This design comes from an exercise in tuning for small area and a short achievable clock period on the open sky130 flow, not from production work. Function was checked by simulation only, so behaviour that the tests miss may differ from the original. Power is estimated from default activity; no workload was simulated.

// spi_ram
module spi_ram #(
  parameter int MEM_DEPTH = 256,
  parameter int ADDR_SIZE = 8,
  parameter int TX_CYCLES = 8
) (
  input  logic       clk,
  input  logic       rst_n,
  input  logic [9:0] din,
  input  logic       rx_valid,
  output logic [7:0] dout,
  output logic       tx_valid,
  output logic       err
);
make LEC_CHECK=0 CAP_MARGIN=20 CORE_MARGIN=2 CORE_UTILIZATION=55 CTS_BUF_LIST=sky130_fd_sc_hd__clkbuf_8 SETUP_SLACK_MARGIN=2.2 SLEW_MARGIN=20 finish   # period 4.5 ns
run.sh (not shown) runs the stock make flow with config.mk's settings and CLKGATE_MAP_FILE= SYNTH_SCRIPT=/design/flow/synth_recipe.tcl, a recipe that flattens the netlist after the stock synthesis.
The starting point passed the timing, design-rule and antenna checks.
Rerun with:
--- a/flow/config.mk
+++ b/flow/config.mk
@@ -10,2 +10 @@
-export CORE_UTILIZATION = 55
-export CTS_BUF_LIST = sky130_fd_sc_hd__clkbuf_8
+export CORE_UTILIZATION = 40
Effect:
- global-route usage shrinks by 11 points
- final cell count goes up by 6.5%
- worst setup slack is worse by 0.096 ns
- power goes up by about 4%
- cell area rose by about 2.7%
- core utilization fell by 17 points

========
The RTL this note starts from:
==> flow/design.v <==
module spi_ram #(
  parameter int MEM_DEPTH = 256,
  parameter int ADDR_SIZE = 8,
  parameter int TX_CYCLES = 8
) (
  input  logic       clk,
  input  logic       rst_n,
  input  logic [9:0] din,
  input  logic       rx_valid,
  output logic [7:0] dout,
  output logic       tx_valid,
  output logic       err
);
  localparam int DATA_W = 8;
  localparam int CNT_W  = (TX_CYCLES > 1) ? $clog2(TX_CYCLES) : 1;
  localparam logic [CNT_W-1:0] CNT_LOAD = CNT_W'(TX_CYCLES - 1);
  localparam int NPAIR  = MEM_DEPTH / 2;
  localparam int LO_W   = 4;                        
  localparam int GRP    = 1 << LO_W;                
  localparam int NGRP   = MEM_DEPTH / GRP;          
  logic [DATA_W-1:0]    slot_a [NPAIR];
  logic [DATA_W-1:0]    slot_b [NPAIR];
  logic                 ph;
  logic                 wp;                         
  logic [ADDR_SIZE-1:0] wp_addr;
  logic [DATA_W-1:0]    wp_data;
  logic                 wp_land;                    
  logic [DATA_W-1:0]    rd_stage [NGRP];
  logic                 rd_byp;
  logic                 rx_valid_d;
  logic [ADDR_SIZE-1:0] wr_addr, rd_addr;
  logic                 wr_addr_vld, rd_addr_vld;
  logic [CNT_W-1:0]     cnt;
  logic                 accept, wr_ok, rd_ok, rd_bad, wr_bad;
  logic [1:0]           cmd;
  assign accept = rx_valid & ~rx_valid_d;
  assign cmd    = din[9:8];
  assign wr_ok  = accept && (cmd == 2'b01) && wr_addr_vld;
  assign wr_bad = accept && (cmd == 2'b01) && !wr_addr_vld;
  assign rd_ok  = accept && (cmd == 2'b11) && rd_addr_vld && !tx_valid;
  assign rd_bad = accept && (cmd == 2'b11) && (!rd_addr_vld || tx_valid);
  always_ff @(posedge clk or negedge rst_n) begin
    if (!rst_n) begin
      rx_valid_d   <= 1'b0;
      tx_valid     <= 1'b0;
      err          <= 1'b0;
      dout         <= '0;
      wr_addr_vld  <= 1'b0;
      rd_addr_vld  <= 1'b0;
    end else begin
      rx_valid_d   <= rx_valid;
      err          <= wr_bad | rd_bad;
      if (rd_ok)
        tx_valid <= 1'b1;
      else if (cnt == '0)
        tx_valid <= 1'b0;
      if (accept && cmd == 2'b00)
        wr_addr_vld <= 1'b1;
      if (accept && cmd == 2'b10)
        rd_addr_vld <= 1'b1;
      if (rd_ok)
        dout <= rd_byp ? wp_data : rd_stage[rd_addr[ADDR_SIZE-1:LO_W]];
    end
  end
  always_ff @(posedge clk) begin
    if (accept && cmd == 2'b00)
      wr_addr <= din[ADDR_SIZE-1:0];
    if (accept && cmd == 2'b10)
      rd_addr <= din[ADDR_SIZE-1:0];
    if (rd_ok)
      cnt <= CNT_LOAD;
    else if (cnt != '0)
      cnt <= cnt - CNT_W'(1);
  end
  assign wp_land = wp && (wp_addr[0] != ph);
  always_ff @(posedge clk) begin
    ph <= ~ph;
    wp <= wr_ok | (wp & ~wp_land);
    if (wr_ok) begin
      wp_addr <= wr_addr;
      wp_data <= din[DATA_W-1:0];
    end
    for (int p = 0; p < NPAIR; p++) begin
      slot_b[p] <= slot_a[p];
      slot_a[p] <= (wp_land && wp_addr[ADDR_SIZE-1:1] == (ADDR_SIZE-1)'(p)) ? wp_data : slot_b[p];
    end
  end
  logic [ADDR_SIZE-1:0] rd_pos;
  assign rd_pos = {rd_addr[ADDR_SIZE-1:1], rd_addr[0] ^ ph};
  always_ff @(posedge clk) begin
    rd_byp <= wp && (wp_addr == rd_addr);
    for (int g = 0; g < NGRP; g++)
      for (int b = 0; b < DATA_W; b++) begin
        logic [GRP-1:0] col;
        for (int j = 0; j < GRP; j++)
          col[j] = j[0] ? slot_b[g*GRP/2 + j/2][b] : slot_a[g*GRP/2 + j/2][b];
        rd_stage[g][b] <= col[rd_pos[LO_W-1:0]];
      end
  end
endmodule
Settings: LEC_CHECK=0, CAP_MARGIN=20, CORE_MARGIN=2, CORE_UTILIZATION=40, SETUP_SLACK_MARGIN=1.5, SLEW_MARGIN=20; clock period 4.5 ns.
Then changed:
SETUP_SLACK_MARGIN = 2.2   (was 1.5)
Result:
- fmax grows by 27%
- final area grows by 6.4%
- critical path depth grows by 1
- sequential cell count is unchanged
- non-clock buffer count grows by 249
- power shrinks by 0.42%
- register-to-register slack is better by 0.66 ns
- cell count grows by 2.6%
- utilization grows by 2.9 points

========
spi_ram, a different RTL version from the one above (not shown whole).
For scale: roughly 5600 cells after synthesis, ~2200 flip-flops, about 23 I/O pins, about 64000 um2 of cells after synthesis.
export LEC_CHECK = 0
export CAP_MARGIN = 20
export CORE_MARGIN = 2
export CORE_UTILIZATION = 40
export SETUP_SLACK_MARGIN = 2.2
export SLEW_MARGIN = 20
export TNS_END_PERCENT = 0
create_clock -name core_clock -period 4.5 [get_ports {clk}]
The first run finished clean.
Then changed:
- CTS_CLUSTER_DIAMETER: not set -> 60
- CTS_CLUSTER_SIZE: not set -> 24
Design area came out lower by 4.0%.
Setup slack gets better by 0.15 ns.
Synthesized cell count does not change.
Then changed:
- CTS_CLUSTER_DIAMETER: 60 -> 80
- CTS_CLUSTER_SIZE: 24 -> 30
The changed run went through all stages and came out clean.
Power falls by 7.2%.
Wire length rises by 0.45%.
Via count barely changes.
Maximum frequency rises by 0.42%.
Area after synthesis does not change.
Cell area falls by 1.6%.
Synthesized cell count is unchanged.
Setup slack improved by 0.011 ns.
Worst hold slack got worse by 0.029 ns.
Cell count falls by 0.62%.
Flip-flop and latch count stays the same.

========
run 1:
spi_ram, a different RTL version from the one above (not shown whole).
Size: roughly 23 I/O pins.
export LEC_CHECK = 0
export CAP_MARGIN = 20
export CORE_MARGIN = 2
export CORE_UTILIZATION = 50
export CTS_CLUSTER_DIAMETER = 60
export CTS_CLUSTER_SIZE = 24
export SETUP_SLACK_MARGIN = 2.2
export SLEW_MARGIN = 20
export TNS_END_PERCENT = 0
create_clock -name core_clock -period 4.5 [get_ports {clk}]
Run 1 has completed all stages; timing, DRC and antenna checks passed.
### run 1 -> run 2
diff --git a/flow/config.mk b/flow/config.mk
--- a/flow/config.mk
+++ b/flow/config.mk
@@ -9,3 +9,3 @@
 export CORE_MARGIN = 2
-export CORE_UTILIZATION = 50
+export CORE_UTILIZATION = 40
 export CTS_CLUSTER_DIAMETER = 60
Notes after the runs:
Taking run 1 as the reference, in run 2 final-layout worst hold slack lost 0.0052 ns; endpoint arrival time on the critical path up 0.13 ns; clock period minus worst slack now larger.
Input-level comparison between run 3 and run 2:
diff --git a/flow/config.mk b/flow/config.mk
--- a/flow/config.mk
+++ b/flow/config.mk
@@ -9,3 +9,3 @@
 export CORE_MARGIN = 2
-export CORE_UTILIZATION = 40
+export CORE_UTILIZATION = 58
 export CTS_CLUSTER_DIAMETER = 60
Findings:
- On area of the core, run 2 loses to run 3.
- Run 3 ends up with higher period utilization than run 2 does.
- Run 2 → run 3: fraction of power spent switching nets went down by 0.43 points; post-cts repair resize count went down by 25%.
The following lists how run 4 was set up differently from run 3:
diff --git a/flow/config.mk b/flow/config.mk
--- a/flow/config.mk
+++ b/flow/config.mk
@@ -9,5 +9,5 @@
 export CORE_MARGIN = 2
-export CORE_UTILIZATION = 58
-export CTS_CLUSTER_DIAMETER = 60
-export CTS_CLUSTER_SIZE = 24
+export CORE_UTILIZATION = 40
+export CTS_CLUSTER_DIAMETER = 70
+export CTS_CLUSTER_SIZE = 28
 export SETUP_SLACK_MARGIN = 2.2
==> notes.md <==
Total leakage power was higher in run 3 than in run 4.
Going from run 3 to run 4, die area grows by 44%.
Of run 3 and run 4, the run reporting the lower count of clock-buffer cells in the layout was run 4.
From run 3 to run 4 the numbers moved as follows: clock tree skew after final layout increased 0.037 ns, sequential fraction of design power +2.3 points.
Run comparison: run 3 destination of the critical timing path rd_stage[1][2]; run 4 destination of the critical timing path rd_stage[3][7]
Note that the cell count recorded for run 4 amounts to 1.09 times the value seen in run 3.

## re-timing with driven ports
The flow's constraints put no driver on any port. The routed layouts listed below were extracted and timed again, unchanged, in two steps.
Step 1 (the two cells are an assumption about what drives the block):
set clk [get_ports {clk}]
set_driving_cell -lib_cell sky130_fd_sc_hd__clkbuf_16 $clk
set_driving_cell -lib_cell sky130_fd_sc_hd__buf_2 [delete_from_list [all_inputs] $clk]
Step 2 moves the port delays by t, midway between the first and last clock arrival at a register: inputs arrive t later, outputs are due t later. That takes back most of the time a late clock gives input paths.
Three values: no drivers, after step 1, after step 2; two values: the first two.
run | t, ns | setup slack, ns | worst setup path after step 2 | latest minus earliest clock arrival (ns) | worst register clock-pin slew, ns
the first run of note 1 | 1.107 | 1.985 / 1.902 / 1.610 | input to register | 0.077 / 0.077 | 0.07 / 0.07
the second run of note 1 | 0.957 | 1.889 / 1.889 / 1.649 | input to register | 0.050 / 0.050 | 0.07 / 0.07
the first run of note 2 | 0.932 | 1.418 / 1.418 / 1.418 | register to register | 0.055 / 0.054 | 0.07 / 0.07
the second run of note 2 | 0.939 | 2.080 / 2.053 / 1.537 | input to register | 0.054 / 0.054 | 0.07 / 0.07
the first run of note 3 | 0.960 | 1.611 / 1.611 / 1.328 | input to register | 0.054 / 0.053 | 0.07 / 0.07
the second run of note 3 | 0.868 | 1.757 / 1.757 / 1.337 | input to register | 0.055 / 0.056 | 0.10 / 0.10
the third run of note 3 | 0.850 | 1.768 / 1.768 / 1.319 | input to register | 0.085 / 0.085 | 0.12 / 0.12
run 1 | 0.875 | 1.894 / 1.894 / 1.285 | input to register | 0.046 / 0.046 | 0.10 / 0.10
run 2 | 0.899 | 1.845 / 1.845 / 1.290 | input to register | 0.045 / 0.045 | 0.10 / 0.10
run 3 | 0.858 | 1.835 / 1.835 / 1.294 | input to register | 0.040 / 0.040 | 0.10 / 0.10
run 4 | 0.865 | 1.827 / 1.827 / 1.309 | input to register | 0.079 / 0.079 | 0.11 / 0.11
After both steps every run listed still meets setup and hold. For run 1, which loses most, drivers alone change the setup slack by 0.000 ns; drivers and shift together by -0.609 ns.
